Background: an optimization exercise with open tools, aiming at small area and a short achievable clock period. Do not read the settings as production practice. Only simulation tests tie the RTL to the original design; equivalence was not proved. Power is estimated from default activity; no workload was simulated.

## build 65
Design ps2_key_event_queue, start of the top module:
module ps2_key_event_queue #(
  parameter int FIFO_DEPTH      = 8,
  parameter bit SUPPRESS_REPEAT = 1'b1,
  parameter bit IGNORE_CTRL     = 1'b1
) (
  input  logic                          clk,
  input  logic                          reset,
  input  logic [7:0]                    rx_data,
  input  logic                          rx_valid,
  input  logic                          rx_overflow,
  output logic [9:0]                    evt_data,
  output logic                          evt_valid,
  input  logic                          evt_ready,
  output logic [$clog2(FIFO_DEPTH):0]   evt_count,
  output logic                          drop_flag,
  input  logic                          drop_clr,
  output logic [8:0]                    keys_down,
  output logic [31:0]                   cur_key
);
  logic       r_ext, r_rel, r_pause;
  logic [2:0] r_skip;
  logic w_v, w_e0, w_f0, w_e1, w_ctrl, w_prefix, w_pause_end, w_key;
  logic w_emit, w_track, w_ev_ext, w_ev_rel;
  logic [7:0] w_code;
  assign w_v    = rx_valid && !rx_overflow;
  assign w_e0   = (rx_data == 8'hE0);
  assign w_f0   = (rx_data == 8'hF0);
  assign w_e1   = (rx_data == 8'hE1);
  assign w_ctrl = (rx_data == 8'h00) || (rx_data == 8'hAA) || (rx_data == 8'hEE) ||
                  (rx_data == 8'hFA) || (rx_data == 8'hFE) || (rx_data == 8'hFF);
  assign w_prefix    = !r_rel && !r_pause;            
  assign w_pause_end = r_pause && (r_skip <= 3'd1);
  assign w_key       = !w_e0 && !w_f0 && !w_e1 && (r_ext || !w_ctrl);
  assign w_track  = w_v && (r_rel || (w_prefix && w_key));
  assign w_emit   = w_track || (w_v && w_pause_end);
  assign w_ev_ext = r_ext || r_pause;
  assign w_ev_rel = r_rel;
  ...
clock: 6.5 ns
lec_check: 0
cap_margin: 10
core_margin: 2
core_utilization: 55
cts_buf_list: sky130_fd_sc_hd__clkbuf_8
cts_cluster_diameter: 80
cts_cluster_size: 16
setup_slack_margin: 3.3
slew_margin: 10
synth_hierarchical: 1
tns_end_percent: 10
standard.sh (not shown) runs the stock make flow with config.mk's settings and CLKGATE_MAP_FILE= SYNTH_SCRIPT=/design/flow/synth_recipe.tcl, a recipe that flattens the netlist after the stock synthesis.
==> flow/flow/run.sh <==
#!/bin/bash
# Layout flow: the standard flow, with the port buffers made plain
# buffers (sky130_fd_sc_hd__buf_4) instead of the default delay-cell choice.
export BUFFER_PORTS_ARGS="-buffer_cell sky130_fd_sc_hd__buf_4"
bash standard.sh > standard.log 2>&1
> inputs changed (build 65 -> build 24)
# build 65
export LEC_CHECK = 0
export CAP_MARGIN = 10
export CORE_MARGIN = 2
export CORE_UTILIZATION = 55
export CTS_BUF_LIST = sky130_fd_sc_hd__clkbuf_8
export CTS_CLUSTER_DIAMETER = 80
export CTS_CLUSTER_SIZE = 16
export SETUP_SLACK_MARGIN = 3.3
export SLEW_MARGIN = 10
export SYNTH_HIERARCHICAL = 1
export TNS_END_PERCENT = 10
create_clock -name core_clock -period 6.5 [get_ports {clk}]
# build 24
export LEC_CHECK = 0
export CAP_MARGIN = 10
export CORE_MARGIN = 2
export CORE_UTILIZATION = 60
export CTS_BUF_LIST = sky130_fd_sc_hd__clkbuf_8
export CTS_CLUSTER_DIAMETER = 80
export CTS_CLUSTER_SIZE = 16
export SETUP_SLACK_MARGIN = 3.2
export SLEW_MARGIN = 10
export SYNTH_HIERARCHICAL = 1
export TNS_END_PERCENT = 10
create_clock -name core_clock -period 6.5 [get_ports {clk}]
### Flow results
- Build 24 finished every stage and its layout cleared the timing, design-rule and antenna checks.
- Cell with the largest stage delay on the worst path = sky130_fd_sc_hd__and4bb_4: build 24; cell with the largest stage delay on the worst path = sky130_fd_sc_hd__mux2_4: build 65
- Changes observed in build 24 relative to build 65: count of final max-slew check failures comparable, clock insertion delay at the later pin of the skew report now smaller, proportion of total power due to net switching now smaller, height of the chip now smaller, sequential power comparable.
- Build 24 against build 65: portion of total power attributed to the clock network now sits lower; cell area after placement now sits at about the same level; clock-cell share of area now sits at about the same level.
Input-level comparison between build 4 and build 24:
# build 24
export LEC_CHECK = 0
export CAP_MARGIN = 10
export CORE_MARGIN = 2
export CORE_UTILIZATION = 60
export CTS_BUF_LIST = sky130_fd_sc_hd__clkbuf_8
export CTS_CLUSTER_DIAMETER = 80
export CTS_CLUSTER_SIZE = 16
export SETUP_SLACK_MARGIN = 3.2
export SLEW_MARGIN = 10
export SYNTH_HIERARCHICAL = 1
export TNS_END_PERCENT = 10
create_clock -name core_clock -period 6.5 [get_ports {clk}]
# build 4
export LEC_CHECK = 0
export CAP_MARGIN = 10
export CORE_MARGIN = 2
export CORE_UTILIZATION = 60
export CTS_BUF_LIST = sky130_fd_sc_hd__clkbuf_8
export CTS_CLUSTER_DIAMETER = 80
export CTS_CLUSTER_SIZE = 16
export SETUP_SLACK_MARGIN = 3.3
export SLEW_MARGIN = 10
export SYNTH_HIERARCHICAL = 1
export TNS_END_PERCENT = 10
create_clock -name core_clock -period 6.5 [get_ports {clk}]
[summary]
Build 4 | status: complete | timing, DRC, antenna: pass. [compare] base=build 24 new=build 4: post-synthesis xor/xnor area fraction held steady; routed wire length moved up; final cell count +1.4%; global-route wire length before repair went up.

==> re-timing with driven ports <==
In the flow no input, the clock included, has a driving cell. The finished layouts below were timed again as built, in two steps. Step 1 (the two cells are an assumption about what drives the block):
set clk [get_ports {clk}]
set_driving_cell -lib_cell sky130_fd_sc_hd__clkbuf_16 $clk
set_driving_cell -lib_cell sky130_fd_sc_hd__buf_2 [delete_from_list [all_inputs] $clk]
Step 2 adds t to the input delays and takes it off the output delays; t is the mean of the earliest and latest rising clock arrival at the registers after step 1. Input paths then give back, and output paths get back, about the clock's delay inside the block. a / b / c = ideal ports / drivers / drivers and shift; a / b = the first two.
run	t (ns)	setup WS [ns]	latest minus earliest clock arrival (ns)	slew at the worst register clock pin (ns)	worst slew at a driven data input, ns
build 65	0.736	3.201 / 3.189 / 2.453	0.051 / 0.051	0.11 / 0.11	0.07
build 24	0.726	3.181 / 3.166 / 2.440	0.034 / 0.034	0.11 / 0.11	0.07
build 4	0.724	3.251 / 3.142 / 2.418	0.039 / 0.039	0.11 / 0.11	0.17
After both steps setup and hold are still met in every run listed. The setup slack of build 4, which loses most, moves by -0.109 ns with the drivers and by -0.833 ns with both steps.
